Source: an optimization exercise on an open RTL-to-GDS flow (aim: small area, a short achievable clock period and few clock cycles per item). Production flows keep margins and buffers that such runs may drop.
RTL that was checked went through simulation tests only; none was proved equivalent to the original.
Only the layout flow was run in run 1; the RTL was not checked for function there.

## flow/design.v (module list and top-level ports; edited modules follow where they fit)
// module rms_sound_level_meter: 1562 lines
module rms_sound_level_meter #(
   parameter int MAX_BLOCK = 1024
) (
   input  logic                 clock,
   input  logic                 reset,
   input  logic                 req_valid,
   output logic                 req_stall,
   input  logic signed [31:0]   audio_word,
   input  logic                 block_end,
   output logic                 rsp_valid,
   input  logic                 rsp_stall,
   output logic signed [15:0]   level_db,
   output logic                 report_out,
   output logic                 silent,
   input  logic                 csr_we,
   input  logic [1:0]           csr_index,
   input  logic [14:0]          csr_wdata
);
  // ...
==> flow/flow/run.sh <==
#!/bin/bash
# The standard layout (the standard.sh: standard synthesis, then ORFS
# floorplan to finish) with two changes to how it is optimized:
#  - ORFS's repair_timing keeps a larger setup margin (flow/margin.txt), so
#    it sizes and buffers the critical paths;
#  - the port buffers are a plain buffer cell instead of the delay cell the
#    resizer picks by default.
set -euo pipefail
MARGIN=$(cat flow/margin.txt)
bash standard.sh SETUP_SLACK_MARGIN=$MARGIN \
  "BUFFER_PORTS_ARGS=-buffer_cell sky130_fd_sc_hd__buf_4" finish > make_finish.log 2>&1
==> flow/flow/margin.txt <==
9.4
==> flow/standard.sh <==
#!/bin/bash
# synth_recipe.tcl (not shown) runs the flow's synth.tcl, then flattens the netlist and writes it again
# the make line also repeats each setting of config.mk as NAME=value (left out here)
make -C /OpenROAD-flow-scripts/flow DESIGN_CONFIG=/design/flow/config.mk WORK_HOME=/design/flow/orfs CLKGATE_MAP_FILE= SYNTH_SCRIPT=/design/flow/synth_recipe.tcl "${@:-finish}"
==> flow/config.mk <==
export PLATFORM = sky130hd
export DESIGN_NAME = rms_sound_level_meter
export DESIGN_NICKNAME = rms_sound_level_meter
export VERILOG_FILES = /design/flow/design.v
export SDC_FILE = /design/flow/constraint.sdc
export NUM_CORES = 4
export LEC_CHECK = 0
export CAP_MARGIN = 20
export CORE_MARGIN = 2
export CORE_UTILIZATION = 40
export CTS_CLUSTER_SIZE = 30
export SLEW_MARGIN = 20
==> flow/constraint.sdc <==
create_clock -name core_clock -period 13.0 [get_ports {clock}]
set_input_delay 2.6000 -clock core_clock [delete_from_list [all_inputs] [get_ports {clock}]]
set_output_delay 2.6000 -clock core_clock [all_outputs]
set_load 0.01 [all_outputs]
==> key figures, run 1 <==
Status
  • Status: timing/DRC/antenna clean

Clock tree
  • Post-CTS Setup Bufs: between 150 and 200
  • # clock sinks: between 400 and 500
  • Num CTS Buffers: 61
  • PostCTS Resize Cnt: between 500 and 600

Yosys
  • Xor/xnor share of the synthesized area: 0.0359
  • Seq/Total Area, Yosys: 0.221
  • Post-synth top cells: 774 x inv_1, 636 x fa_1, 440 x nand2_1
  • Largest family of logic cells by synthesized area: adder cells
  • Synth warnings: 1
  • Main synth FF type: dfxtp_1
  • Post-synthesis mux area share: 0.0483
  • Top cell type's share of synthesized area: 0.266
  • Synthesized-area fraction occupied by adder cells: 0.341
  • Syn Nets: 6,217

Final layout
  • Largest Register: u1_q
  • ClkCell Share: 0.0354
  • Design Area, Final: between 50,000 and 60,000 um^2
  • Multi-input combinational area share: 0.616
  • Multi-input logic area: 36,000 um^2

Critical path
  • R2R cell count: 14
  • Slowest stage delay, CP: around 0.51 ns
  • Worst EP required: around 13 ns

STA
  • Max Fclk: roughly 240 MHz
  • Worst rel slew slack: 0.375

Placement
  • IO buf count: 66

GRT
  • Largest net degree at the start of global routing: 72

Routing
  • DRT Wirelength: around 130,000 um
  • Drt pass-1 iters: 6

Floorplan
  • Chip width: around 350 um
==> run 2: changes to the inputs <==
--- a/flow/design.v
+++ b/flow/design.v
@@ -33,23 +33,24 @@
    logic        e_s_q, tk_s_q;
    logic [46:0] t1_q, t2_q;
    logic        e_t_q, tk_t_q;
    logic [56:0] acc_q;
    logic [10:0] cnt_q;
    logic        pend_q, cap_q, zero_q, r1_q;
    logic [5:0]  b_q;
    logic [29:0] mr_q;
+   logic [6:0]  mx_q;
    logic [61:0] u1_q, u2_q;
    logic        br_q;
    logic [5:0]  ls_q, ln_q;
    logic [9:0]  nm_q;
    logic signed [41:0] p_q;
    logic        h_first_q, h_dbl_q, h_e_q, h_s_q, h_n_q;
-   logic        ld_n_q, ld_r_q;
+   logic        ld_f_q, ld_n_q, ld_r_q;
    logic        sil_c_q;
    logic        f1_q;
    logic [14:0] thr_q, ofs_q;
    logic signed [15:0] last_q;
    logic        have_q;
    logic        rsp_valid_q;
    logic signed [15:0] level_q;
    logic        report_q, silent_q;
@@ -583,27 +584,29 @@
       csa_s = acc_g ^ {10'd0, t1_q} ^ {10'd0, t2_q};
       csa_c = {(acc_g[55:0] & {9'd0, t1_q}) | (acc_g[55:0] & {9'd0, t2_q})
                | ({9'd0, t1_q} & {9'd0, t2_q}), 1'b0};
    end
    always_ff @(posedge clock) begin
       acc_q <= csa_s + csa_c;
    end
    logic [5:0]  lzs;
-   logic [56:0] sh;
+   logic [56:0] csh;
+   logic [36:0] fsh;
    logic [3:0]  lzn;
    logic [10:0] nsh;
    always_comb begin
       lzs = 6'd0;
       for (int i = 0; i < 57; i++)
          if (acc_q[i]) lzs = 6'(56 - i);
       lzn = 4'd0;
       for (int i = 0; i < 11; i++)
          if (cnt_q[i]) lzn = 4'(10 - i);
-      sh  = acc_q << lzs;
+      csh = acc_q << {lzs[5:3], 3'd0};               
+      fsh = {mr_q, mx_q} << ls_q[2:0];               
       nsh = cnt_q << lzn;
    end
    logic [61:0] lg_r1, lg_r2;
    wire lg_1 = (mr_q[0] & mr_q[25]) ^ (mr_q[1] & mr_q[24]);
    wire lg_2 = (mr_q[0] & mr_q[25]) & (mr_q[1] & mr_q[24]);
    wire lg_3 = (mr_q[0] & mr_q[26]) ^ (mr_q[1] & mr_q[25]);
    wire lg_4 = (mr_q[0] & mr_q[26]) & (mr_q[1] & mr_q[25]);
    wire lg_5 = (mr_q[0] & mr_q[27]) ^ (mr_q[1] & mr_q[26]) ^ (mr_q[2] & mr_q[25]);
@@ -1481,24 +1484,27 @@
       le_soon = ~capture & (b_q <= 6'd3) & ~rsp_valid_q;
       st_a    = int_one | ~le_soon;               
       st_b    = int_two | (int_one & ~le_soon);   
       in_end  = req_valid & block_end & ~st_q;
       st_d    = in_end ? st_a : st_b;
    end
    always_ff @(posedge clock) begin
       br_q <= fbit;
+      mx_q <= csh[25:19];
       if (capture) begin
-         mr_q    <= sh[55:26];
+         mr_q    <= csh[55:26];
          ls_q    <= lzs;
          ln_q    <= {2'd0, lzn};
          nm_q    <= nsh[9:0];
          sil_c_q <= (acc_q == 57'd0);
       end else begin
-         if (ld_n_q)
+         if (ld_f_q)
+            mr_q <= fsh[36:7];
+         else if (ld_n_q)
             mr_q <= {nm_q, 20'd0};
          else if (ld_r_q)
             mr_q <= m_next;
          if (h_e_q) begin
             ls_q <= {ls_q[4:0], 1'b0};
             ln_q <= {ln_q[4:0], 1'b0};
          end
       end
@@ -1509,16 +1515,17 @@
       end
       if (f1_q)
          report_q <= report;
       h_first_q <= (b_next == B_START);
       h_e_q     <= (b_next >= B_LAST_E);
       h_s_q     <= (b_next < B_LAST_E) & (b_next >= B_LAST_STEP) & b_next[0];
       h_n_q     <= (b_next < B_LAST_E) & (b_next >= B_LAST_STEP) & ~b_next[0];
       h_dbl_q   <= (b_next >= B_LAST_E) | ((b_next >= B_LAST_STEP) & b_next[0]);
+      ld_f_q    <= (b_next == B_START);
       ld_n_q    <= (b_next == B_LOAD_N);
       ld_r_q    <= (b_next < B_LOAD_N);
       r1_q      <= reset;
       zero_q    <= reset | r1_q | cap_next;
       if (reset) begin
          st_q        <= 1'b0;
          cnt_in_q    <= 11'd0;
          e_s_q       <= 1'b0;
==> flow/flow/run.sh (replaced) <==
#!/bin/bash
# The standard layout (standard.sh: ORFS synthesis with the standard flow's script,
# then floorplan to finish) with these changes to how it is optimized:
#  - Yosys's synth skips its early ABC pass (SYNTH_ARGS=-noabc), so the
#    full adders written in the RTL are extracted as they are, without
#    inverters between them; registers are the same as in the standard
#    synthesis;
#  - ORFS's repair_timing keeps a larger setup margin (flow/margin.txt), so
#    it sizes and buffers the critical paths;
#  - the port buffers are a plain buffer cell instead of the delay cell the
#    resizer picks by default.
# All output goes to make_finish.log here; ORFS's own logs are in orfs/logs.
set -euo pipefail
MARGIN=$(cat flow/margin.txt)
bash standard.sh SYNTH_ARGS=-noabc SETUP_SLACK_MARGIN=$MARGIN \
  "BUFFER_PORTS_ARGS=-buffer_cell sky130_fd_sc_hd__buf_4" finish > make_finish.log 2>&1
==> flow/flow/margin.txt (replaced) <==
8.5
==> key figures, run 2 <==
STA
  • RSZ-0062 raised after global routing: false (was true)
  • Slew Limit Fails: 0 (unchanged)
  • Max Fclk: 234 MHz (was 245 MHz)
  • Worst rel slew slack: 0.305 (was 0.375)
  • Final hold vios: 0 (unchanged)
  • Worst Tran Pin Value: 1.04 ns (was 0.930 ns)
  • Final setup vio count: 0 (unchanged)
  • Min Clock Period, post-route: 4.28 ns (was 4.08 ns)
  • Final TNS setup: 0 ns (unchanged)
  • Clock skew: 0.0518 ns (was 0.0527 ns)
  • Fin crit share: 0.329 (was 0.314)
  • Hold WS: 0.442 ns (was 0.419 ns)

Critical path
  • Critical Path Start Type: register (unchanged)
  • CP Class: register to register (unchanged)
  • Critical path's slowest cell: edfxtp_1 (was or4_1)
  • Worst path bufs/invs: 1 (was 2)
  • R2R cell count: 8 (was 14)
  • Cell mode on critical path: fa_1
  • Critical Path End Type: register (unchanged)
  • Worst reg2reg setup slack: 8.72 ns (was 8.92 ns)
  • Slowest stage delay, CP: 0.60 ns (was 0.51 ns)
  • Crit path max-delay family: adder cells (was simple AND/OR/NAND/NOR gates)
  • Critical Path Fanout Max: 24 (was 9)
  • WP data arrival: 4.78 ns (was 4.50 ns)
  • RR Startpoint: mr_q[6] (was acc_q[45])
  • Worst path cell trace: buf_4 > and2_1 > fa_1 > fa_1 > fa_1 > fa_1 > fa_1 > fa_1 (was or4_1 > or4_4 > nor4_4 > o211ai_2 > a31oi_4 > nor2_4 > buf_16 > mux2i_4 > a22o_1 > a221oi_4 > a222oi_1 > buf_4 > a21oi_1 > or3_1)
  • R2r endpoint: u2_q[35] (was mr_q[25])
  • Worst EP required: 13.50 ns (was 13.42 ns)

Clock tree
  • CTS H-tree lvls: 2 (unchanged)
  • Num CTS Buffers: 58 (was 61)
  • Worst-Skew Late Latency: 0.67 ns (was 0.68 ns)
  • Root Buffer: clkbuf_16 (unchanged)
  • CTS tree: done (unchanged)
  • Max Buffers Root-to-Sink: 3 (unchanged)
  • Reg clk slew, reported paths: 0.06 ns (about the same)
  • # clock sinks: 501 (was 494)

Routing
  • Routed vias/inst: 5.41 (was 5.24)
  • Final ANT Viol Nets: 0 (unchanged)
  • First DRT Iteration DRCs: 1,945 (was 2,583)
  • WL per Instance: 19.3 um (was 18.3 um)
  • # DRC: 0 (unchanged)
  • Drt pass-1 iters: 6 (unchanged)
  • DR vias: 33,043 (was 37,373)
  • DRT Wirelength: 118,000 um (was 130,000 um)

Final layout
  • Diode count: 0 (unchanged)
  • Top flop regs: u1_q: 59 flops, acc_q: 57 flops, u2_q: 57 flops (unchanged)
  • Layout overhead on the synthesized area: 9.19% (was 22.0%)
  • Largest register FFs: 59 (unchanged)
  • Nets@finish: 5,548 (was 6,462)
  • Most frequent cells in the layout: 728 x and2_1, 664 x fa_1, 425 x dfxtp_1, 305 x nor2_1, 279 x ha_1 (was 683 x inv_1, 512 x fa_1, 423 x nand2_1, 398 x dfxtp_1, 378 x nor2_1)
  • Most common cell after layout, fill and taps aside: and2_1 (was inv_1)
  • Largest Register: u1_q (unchanged)
  • Final Util: 0.440 (was 0.493)
  • Share of layout cells above drive strength 1: 0.0689 (was 0.208)

Yosys
  • Yosys cell types: 83 (was 99)
  • Post-synth top cells: 728 x and2_1, 664 x fa_1, 432 x dfxtp_1 (was 774 x inv_1, 636 x fa_1, 440 x nand2_1)
  • #FFs+latches synth: 501 (was 494)
  • Main synth FF type: dfxtp_1 (unchanged)
  • Ys async rst share: 0 (unchanged)
  • Top cell type's share of synthesized area: 0.289 (was 0.266)
  • Syn Std Cell Area: 46,000 um^2 (was 47,900 um^2)
  • Synthesized instance count: 4,609 (was 5,238)
  • Top cell type by total area after synthesis: fa_1 (unchanged)
  • Area contributors post-synth: fa_1 29%, dfxtp_1 19%, and2_1 9.9% (was fa_1 27%, dfxtp_1 18%, ha_1 7.5%)
  • Post-synth EDFFs: 69 (unchanged)
  • Syn Nets: 5,607 (was 6,217)
  • Syn avg cell area: 9.99 um^2 (was 9.14 um^2)
  • Synth warnings: 1 (unchanged)
  • Count leader, synth: and2_1 (was inv_1)
  • Seq/Total Area, Yosys: 0.233 (was 0.221)

Worst hold path
  • Hold_sp: tk_s_q (was r1_q)
  • HP Class: register to register (unchanged)
  • Worst Hold Path EP: tk_t_q (was zero_q)
  • Worst hold path depth: 1 (was 2)

GRT
  • Global-route usage over all layers: 0.204 (was 0.213)
  • Initial antenna violation count: 5 (was 0)
  • Vias in the first global route: 34,734 (was 38,813)
  • Largest net degree at the start of global routing: 64 (was 72)
  • Global-route wire length before repair: 191,000 um (was 209,000 um)
  • GRT overflow: 0 (unchanged)

Floorplan
  • Initial Util: 0.403 (was 0.404)
  • Core area: 114,000 um^2 (was 118,000 um^2)
  • Chip width: 343 um (was 350 um)
  • Row count: 124 (was 126)
  • Die Footprint: 118,000 um^2 (was 122,000 um^2)
  • Ports: 75 (unchanged)
  • Die H: 343 um (was 350 um)

Placement
  • Gp weighted congestion: 0.949 (was 0.909)
  • IO buf count: 66 (unchanged)
  • Detailed Place HPWL: 85,000 um (was 86,800 um)

Status
  • Status: timing/DRC/antenna clean (unchanged)

Flow run
  • MaxCap Viol Count: 0 (unchanged)
run 2: cell type report:
class | instances | area, um^2
timing repair buffer | 144 | 1140
clock inverter | 32 | 469
inverter | 170 | 641
sequential | 501 | 10700
multi-input combinational | 3675 | 33800
fill | 11042 | 63900
tap | 1512 | 1890
clock buffer | 77 | 1600
run 2: metrics by stage:
step | setup slack, ns | instance area (um^2) | instances
floorplan | 8.69 | 46000 | 4609
global placement | 7.83 | 48000 | 5992
detailed placement | 7.80 | 48000 | 5992
CTS | 8.50 | 50100 | 6104
global route | 8.43 | 50300 | 6111
finish | 8.72 | 50300 | 6111
run 2: metal layers:
metal | up-vias | wire length [um] | track usage
met5 | - | 13 | 0
met4 | 2 | 3780 | 0.0625
met3 | 209 | 5400 | 0.0256
met2 | 785 | 55900 | 0.341
met1 | 16643 | 52600 | 0.274
li1 | 15404 | - | -
run 2: worst reg2reg max path: cells and delay by family (launching register included):
kind | cells | cell delay (ns)
flip-flops | 1 | 0.60
buffers and inverters | 1 | 0.39
AND/OR/NAND/NOR | 1 | 0.23
adder cells (fa/ha/maj) | 6 | 2.92
run 2: cell families (layout without fill, tap and decap cells):
group / Yosys count / in the layout / synth area share
and+or+nand+nor: 1613 / 1613 / 0.187
adders and majority gates: 943 / 943 / 0.365
AOI/OAI and AO/OA: 807 / 807 / 0.115
DFF: 501 / 501 / 0.233
buffers and inverters: 433 / 423 / 0.0358
xor gates and xnor gates: 167 / 167 / 0.0318
muxes: 145 / 145 / 0.0329
run 2: what timing repair did:
item,CTS,global route
setup buffers,3,5
cloned,0,2
pin swaps,1,4
hold buffers,0,0
gates resized for setup,12,12
endpoints found under the setup margin,21,19
run 2: how the worst max path moves through the flow:
stage                  from  slack, ns  depth (start not counted)         to
floorplan             h_e_q       8.69                         14    p_q[41]
global placement     zero_q       7.83                         15  acc_q[49]
detailed placement   zero_q       7.80                         15  acc_q[49]
CTS                 h_dbl_q       8.50                         15    p_q[41]
global route         zero_q       8.43                         17  acc_q[54]
finish              mr_q[6]       8.72                          8   u2_q[35]
Testbench counts of run 2, summed over its fixed seeds: cycles 19,485, samples 19,106.
==> run 3: changes to the inputs <==
==> flow/flow/margin.txt (replaced) <==
9.0
==> key figures, run 3 <==
Status
  • Status: timing/DRC/antenna clean (unchanged)

Critical path
  • Crit path capture: level_db[9] (was u2_q[35])
  • CP Class: register to output pin (was register to register)
  • WP data arrival: 1.36 ns (was 4.78 ns)
  • Critical Path Start Type: register (unchanged)
  • R2R cell count: 8 (unchanged)
  • RR Startpoint: mr_q[5] (was mr_q[6])
  • Worst path bufs/invs: 1 (unchanged)
  • Critical Path Fanout Max: 4 (was 24)
  • Crit. Startpoint: level_q[9] (was mr_q[6])
  • R2r endpoint: u2_q[34] (was u2_q[35])
  • Critical path's slowest cell: edfxtp_1 (unchanged)
  • Slowest stage delay, CP: 0.51 ns (was 0.60 ns)
  • Crit path max-delay family: flip-flops (was adder cells)
  • Worst EP required: 10.40 ns (was 13.50 ns)
  • Worst path cell trace: buf_4 (was buf_4 > and2_1 > fa_1 > fa_1 > fa_1 > fa_1 > fa_1 > fa_1)
  • Worst reg2reg setup slack: 9.11 ns (was 8.72 ns)
  • WP depth: 1 (was 8)
  • Critical Path End Type: output pin (was register)

Clock tree
  • Max Buffers Root-to-Sink: 3 (unchanged)
  • CTS tree: done (unchanged)
  • Worst-Skew Late Latency: 0.66 ns (was 0.67 ns)
  • CTS H-tree lvls: 2 (unchanged)
  • # clock sinks: 501 (unchanged)
  • Num CTS Buffers: 57 (was 58)
  • Hold buffer count at cts: 0 (unchanged)
  • Root Buffer: clkbuf_16 (unchanged)
  • Reg clk slew, reported paths: 0.06 ns (about the same)

Floorplan
  • Core area: 114,000 um^2 (unchanged)
  • Die Footprint: 118,000 um^2 (unchanged)
  • Chip width: 343 um (unchanged)
  • Initial Util: 0.403 (unchanged)
  • Row count: 124 (unchanged)
  • Die H: 343 um (unchanged)
  • Ports: 75 (unchanged)

Final layout
  • Largest register FFs: 59 (unchanged)
  • Final Util: 0.447 (was 0.440)
  • Layout overhead on the synthesized area: 10.8% (was 9.19%)
  • Diode count: 0 (unchanged)
  • Largest Register: u1_q (unchanged)
  • Most frequent cells in the layout: 728 x and2_1, 662 x fa_1, 416 x dfxtp_1, 302 x nor2_1, 268 x ha_1 (was 728 x and2_1, 664 x fa_1, 425 x dfxtp_1, 305 x nor2_1, 279 x ha_1)
  • Share of layout cells above drive strength 1: 0.0886 (was 0.0689)
  • Filler cell count: 10,930 (was 11,042)
  • Register Area: 10,800 um^2 (was 10,700 um^2)
  • Nets@finish: 5,580 (was 5,548)
  • Top flop regs: u1_q: 59 flops, acc_q: 57 flops, u2_q: 57 flops (unchanged)
  • Most common cell after layout, fill and taps aside: and2_1 (unchanged)
  • Multi-input logic area: 34,200 um^2 (was 33,800 um^2)

Yosys
  • Synth Area in Compound Gates: 0.115 (unchanged)
  • Synth warnings: 1 (unchanged)
  • Post-synth top cells: 728 x and2_1, 664 x fa_1, 432 x dfxtp_1 (unchanged)
  • Post-synth EDFFs: 69 (unchanged)
  • Xor/xnor share of the synthesized area: 0.0318 (unchanged)
  • Ys async rst share: 0 (unchanged)
  • Synthesized-area fraction occupied by adder cells: 0.365 (unchanged)
  • #FFs+latches synth: 501 (unchanged)
  • Top cell type by total area after synthesis: fa_1 (unchanged)
  • Syn Std Cell Area: 46,000 um^2 (unchanged)
  • Area contributors post-synth: fa_1 29%, dfxtp_1 19%, and2_1 9.9% (unchanged)
  • Seq/Total Area, Yosys: 0.233 (unchanged)
  • Post-synthesis mux area share: 0.0329 (unchanged)
  • Syn avg cell area: 9.99 um^2 (unchanged)
  • Synth Area in Simple Gates: 0.187 (unchanged)
  • Main synth FF type: dfxtp_1 (unchanged)
  • Top cell type's share of synthesized area: 0.289 (unchanged)
  • Count leader, synth: and2_1 (unchanged)
  • Yosys cell types: 83 (unchanged)
  • Syn Nets: 5,607 (unchanged)
  • Largest family of logic cells by synthesized area: adder cells (unchanged)
  • Synthesized instance count: 4,609 (unchanged)

GRT
  • GRT overflow: 0 (unchanged)
  • Global-route usage over all layers: 0.200 (was 0.204)
  • Largest net degree at the start of global routing: 64 (unchanged)
  • Initial antenna violation count: 3 (was 5)
  • Vias in the first global route: 34,574 (was 34,734)
  • Global-route wire length before repair: 189,000 um (was 191,000 um)

STA
  • Clock skew: 0.0319 ns (was 0.0518 ns)
  • Min Clock Period, post-route: 3.96 ns (was 4.28 ns)
  • Fin crit share: 0.305 (was 0.329)
  • Final hold vios: 0 (unchanged)
  • Slew Limit Fails: 0 (unchanged)
  • Final setup vio count: 0 (unchanged)
  • RSZ-0062 raised after global routing: true (was false)
  • Worst Tran Pin Value: 1.10 ns (was 1.04 ns)
  • Worst rel slew slack: 0.265 (was 0.305)
  • Max Fclk: 253 MHz (was 234 MHz)
  • Worst Slack Setup Final: 9.04 ns (was 8.72 ns)
  • Final TNS setup: 0 ns (unchanged)

Placement
  • Detailed Place HPWL: 82,700 um (was 85,000 um)
  • Dpl ws: 8.03 ns (was 7.80 ns)
  • IO buf count: 66 (unchanged)
  • Gp weighted congestion: 0.892 (was 0.949)

Routing
  • Drt pass-1 iters: 6 (unchanged)
  • DRT Wirelength: 117,000 um (was 118,000 um)
  • WL per Instance: 19.1 um (was 19.3 um)
  • DR vias: 33,097 (was 33,043)
  • # DRC: 0 (unchanged)
  • Routed vias/inst: 5.39 (was 5.41)
  • First DRT Iteration DRCs: 1,874 (was 1,945)
  • Final ANT Viol Nets: 0 (unchanged)

Worst hold path
  • HP Class: register to register (unchanged)

Flow run
  • MaxCap Viol Count: 0 (unchanged)
[run 3: per-layer routing]
metal,vias to the layer above,GRT usage,wire length [um]
li1,15491,-,-
met3,178,0.0260,6140
met1,16626,0.277,53600
met2,802,0.328,54500
met4,0,0.0574,2860
met5,-,0,0
[run 3: worst min path at each step]
stage,from,cells past startpoint,slack [ns],end
final,e_s_q,2,0.43,e_t_q
after global routing,e_s_q,2,0.45,e_t_q
after global placement,tk_s_q,1,0.42,tk_t_q
after detailed placement,e_s_q,2,0.43,e_t_q
after floorplan,x_q[0],0,0.37,t1_q[0]
after CTS,e_s_q,2,0.44,e_t_q
[run 3: area by class of cell]
class                           count  area share
Clock inverter                     30     0.00765
Inverter                          170      0.0126
Multi-Input combinational cell   3676       0.670
Clock buffer                       74      0.0302
Tap cell                         1512      0.0371
Sequential cell                   501       0.211
Timing Repair Buffer              176      0.0317
[run 3: cells by family (layout without fill, tap and decap cells)]
group | after synthesis | after routing
AND/OR/NAND/NOR | 1613 | 1613
adder cells (fa/ha/maj) | 943 | 943
AO/OA/AOI/OAI | 807 | 808
flip-flops | 501 | 501
buffers and inverters | 433 | 450
XOR/XNOR | 167 | 167
multiplexers | 145 | 145
[run 3: metrics by stage]
| stage | instances | instance area, um^2 | hold WS, ns |
|---|---|---|---|
| after floorplan | 4609 | 46100 | 0.373 |
| after global placement | 5977 | 47900 | 0.420 |
| after detailed placement | 5977 | 47900 | 0.427 |
| after CTS | 6113 | 50400 | 0.438 |
| after global routing | 6139 | 51000 | 0.454 |
| final | 6139 | 51000 | 0.434 |
[run 3: what timing repair did]
action                                  in CTS  in global routing
cloned                                       2                  5
setup buffers                               30                 21
endpoints found under the setup margin     102                134
resized for setup                           40                 89
pin swaps                                   10                 27
==> run 4: changes to the inputs <==
--- a/flow/config.mk
+++ b/flow/config.mk
@@ -8,5 +8,5 @@
 export CAP_MARGIN = 20
 export CORE_MARGIN = 2
-export CORE_UTILIZATION = 40
+export CORE_UTILIZATION = 60
 export CTS_CLUSTER_SIZE = 30
 export SLEW_MARGIN = 20
==> key figures, run 4 <==
Status
  • Status: timing/DRC/antenna clean (unchanged)

Critical path
  • WP data arrival: 4.53 ns (was 1.36 ns)
  • Slowest stage delay, CP: 0.56 ns (was 0.51 ns)
  • CP Class: register to register (was register to output pin)
  • Cell mode on critical path: a21oi_2
  • Critical path's slowest cell: fa_1 (was edfxtp_1)
  • Critical Path End Type: register (was output pin)
  • Critical Path Start Type: register (unchanged)
  • Worst EP required: 13.54 ns (was 10.40 ns)
  • Worst path cell trace: buf_12 > nor2b_4 > fa_1 > ha_4 > o21a_1 > o2111a_1 > a211oi_2 > a21oi_2 > o31ai_4 > a21oi_2 > o211ai_1 > a311oi_2 > buf_4 > nand3_1 > xor2_1 > nor2_1 (was buf_4)
  • Crit path max-delay family: compound AO/OA/AOI/OAI gates (was flip-flops)
  • Critical Path Fanout Max: 8 (was 4)
  • Worst path bufs/invs: 2 (was 1)

Final layout
  • Filler cell count: 6,188 (was 10,930)
  • Top flop regs: u1_q: 59 flops, acc_q: 57 flops, u2_q: 57 flops (unchanged)
  • Most frequent cells in the layout: 728 x and2_1, 659 x fa_1, 420 x dfxtp_1, 303 x nor2_1, 264 x ha_1 (was 728 x and2_1, 662 x fa_1, 416 x dfxtp_1, 302 x nor2_1, 268 x ha_1)
  • Share of layout cells above drive strength 1: 0.101 (was 0.0886)
  • Largest Register: u1_q (unchanged)
  • Most common cell after layout, fill and taps aside: and2_1 (unchanged)
  • Largest register FFs: 59 (unchanged)
  • Nets@finish: 5,619 (was 5,580)
  • Layout overhead on the synthesized area: 11.0% (was 10.8%)
  • Non-filler cells in the finished layout: 5,703 (was 6,139)
  • Diode count: 0 (unchanged)

Floorplan
  • Core area: 75,900 um^2 (was 114,000 um^2)
  • Die Footprint: 78,900 um^2 (was 118,000 um^2)
  • Initial Util: 0.606 (was 0.403)
  • Chip width: 281 um (was 343 um)
  • Row count: 101 (was 124)
  • Die H: 281 um (was 343 um)
  • Ports: 75 (unchanged)

STA
  • Clock skew: 0.0276 ns (was 0.0319 ns)
  • RSZ-0062 raised after global routing: true (unchanged)
  • Worst Tran Pin Value: 1.10 ns (about the same)
  • Final hold vios: 0 (unchanged)
  • Max Fclk: 251 MHz (was 253 MHz)
  • Worst rel slew slack: 0.269 (was 0.265)
  • Final TNS setup: 0 ns (unchanged)
  • Fin crit share: 0.307 (was 0.305)
  • Final setup vio count: 0 (unchanged)
  • Slew Limit Fails: 0 (unchanged)
  • Min Clock Period, post-route: 3.99 ns (was 3.96 ns)

Placement
  • IO buf count: 66 (unchanged)
  • Gp weighted congestion: 0.906 (was 0.892)
  • Placed Cells: 5,505 (was 5,977)
  • Detailed Place HPWL: 84,400 um (was 82,700 um)

Yosys
  • #FFs+latches synth: 501 (unchanged)
  • Yosys cell types: 83 (unchanged)
  • Top cell type by total area after synthesis: fa_1 (unchanged)
  • Main synth FF type: dfxtp_1 (unchanged)
  • Count leader, synth: and2_1 (unchanged)
  • Synth warnings: 1 (unchanged)
  • Ys async rst share: 0 (unchanged)
  • Seq/Total Area, Yosys: 0.233 (unchanged)
  • Area contributors post-synth: fa_1 29%, dfxtp_1 19%, and2_1 9.9% (unchanged)
  • Post-synth EDFFs: 69 (unchanged)
  • Syn Std Cell Area: 46,000 um^2 (unchanged)
  • Synthesized instance count: 4,609 (unchanged)
  • Syn avg cell area: 9.99 um^2 (unchanged)
  • Top cell type's share of synthesized area: 0.289 (unchanged)
  • Syn Nets: 5,607 (unchanged)
  • Post-synth top cells: 728 x and2_1, 664 x fa_1, 432 x dfxtp_1 (unchanged)

Clock tree
  • Worst-Skew Late Latency: 0.66 ns (about the same)
  • Max Buffers Root-to-Sink: 3 (unchanged)
  • Reg clk slew, reported paths: 0.07 ns (was 0.06 ns)
  • CTS tree: done (unchanged)
  • # clock sinks: 501 (unchanged)
  • Hold buffer count at cts: 0 (unchanged)
  • Num CTS Buffers: 60 (was 57)
  • CTS H-tree lvls: 2 (unchanged)
  • Root Buffer: clkbuf_16 (unchanged)

Routing
  • # DRC: 0 (unchanged)
  • WL met2: 55,200 um (was 54,500 um)
  • Routed vias/inst: 5.91 (was 5.39)
  • Top sig layer: met4 (unchanged)
  • Met3 wirelength from detailed routing: 7680 um (was 6140 um)
  • DR vias: 33,731 (was 33,097)
  • DRT Wirelength: 121,000 um (was 117,000 um)
  • Final ANT Viol Nets: 0 (unchanged)
  • First DRT Iteration DRCs: 2,424 (was 1,874)
  • Drt pass-1 iters: 5 (was 6)
  • Met1 WL: 55,700 um (was 53,600 um)
  • WL per Instance: 21.3 um (was 19.1 um)

GRT
  • Initial antenna violation count: 2 (was 3)
  • Global-route usage over all layers: 0.310 (was 0.200)
  • Global-route wire length before repair: 191,000 um (was 189,000 um)
  • Vias in the first global route: 34,000 (was 34,574)
  • GRT overflow: 0 (unchanged)
  • Largest net degree at the start of global routing: 64 (unchanged)

Flow run
  • MaxCap Viol Count: 0 (unchanged)

Worst hold path
  • HP Class: register to register (unchanged)
[run 4: cell types whose count changed in the layout (fill, tap and decap cells not counted), moves of 5 or more]
cell | previous run | this run
buf_4 | 148 | 179
clkbuf_1 | 12 | 3
clkbuf_16 | 60 | 70
clkinv_4 | 0 | 5
[run 4: metal layers]
metal  up-vias  track usage
met5         -            0
met1     16982        0.458
met3       175       0.0421
li1      15566            -
met4         0       0.0723
met2      1008        0.486
[run 4: metrics by stage]
step | worst slack (ns) | hold WS, ns | instance area [um^2] | util
floorplan | 9.00 | 0.373 | 46100 | -
global placement | 7.77 | 0.418 | 47400 | 0.624
detailed placement | 7.75 | 0.425 | 47400 | 0.624
CTS | 8.99 | 0.432 | 50100 | 0.659
global route | 8.85 | 0.452 | 51100 | 0.673
finish | 9.01 | 0.431 | 51100 | 0.673
[run 4: worst paths after layout]
kind,slack (ns),depth (start not counted),to,from
setup / recovery,9.01,16,acc_q[52],zero_q
hold / removal,0.43,2,e_t_q,e_s_q
setup reg to reg,9.01,16,acc_q[52],zero_q
hold reg to reg,0.43,2,e_t_q,e_s_q
[run 4: cells by family after synthesis]
| group | share of synthesized area |
|---|---|
| AOI/OAI and AO/OA | 0.115 |
| xor gates and xnor gates | 0.0318 |
| adders and majority gates | 0.365 |
| buffers and inverters | 0.0358 |
| DFF | 0.233 |
| muxes | 0.0329 |
| and+or+nand+nor | 0.187 |
[run 4: layout make-up]
type	count	area [um^2]	share of cell area
repair buffers	212	1960	0.0383
inverters	170	643	0.0126
flip-flops and latches	501	10700	0.210
clock inverters	40	457	0.00894
well taps	1030	1290	0.0252
clock buffers	74	1710	0.0335
multi-input cells	3676	34300	0.671
[run 4: worst min-delay path: cells and delay by family, from the launching register on]
family / cells / cell delay [ns]
DFF: 1 / 0.30
buffers and inverters: 1 / 0.06
and+or+nand+nor: 1 / 0.04
[run 4: what timing repair did]
| item | 4_1_cts | 5_1_grt |
|---|---|---|
| resized for setup | 40 | 114 |
| cloned | 3 | 7 |
| setup buffers | 30 | 43 |
| pin swaps | 8 | 39 |
| setup endpoints to repair | 120 | 87 |

-- afterwards: timing with drivers on the ports --
The results above use ideal ports. As a check the final layouts listed here were re-extracted and re-timed, cells and wires unchanged.
Step 1 assumes that a clkbuf_16 drives the clock port and a buf_2 every other input.
Step 2 times the ports against the registers' clock, not the clock port: input delays grow and output delays shrink by t, the midpoint of the rising clock arrivals with the driver on.
a / b / c = ideal / step 1 / step 2; a / b = the first two.
run | shift t [ns] | setup slack, ns | clock arrival spread, ns | worst register clock-pin slew, ns | worst slew at a driven data input, ns
run 1 | 0.734 | 8.916 / 8.916 / 8.916 | 0.061 / 0.062 | 0.08 / 0.08 | 0.04
run 2 | 0.713 | 8.721 / 8.721 / 8.581 | 0.052 / 0.052 | 0.07 / 0.07 | 0.12
run 3 | 0.710 | 9.041 / 8.971 / 8.458 | 0.033 / 0.033 | 0.07 / 0.07 | 0.08
run 4 | 0.712 | 9.009 / 8.954 / 8.702 | 0.029 / 0.029 | 0.07 / 0.07 | 0.09
After both steps setup and hold are still met in every run listed. For run 3, which loses most, drivers alone change the setup slack by -0.070 ns; drivers and shift together by -0.583 ns.
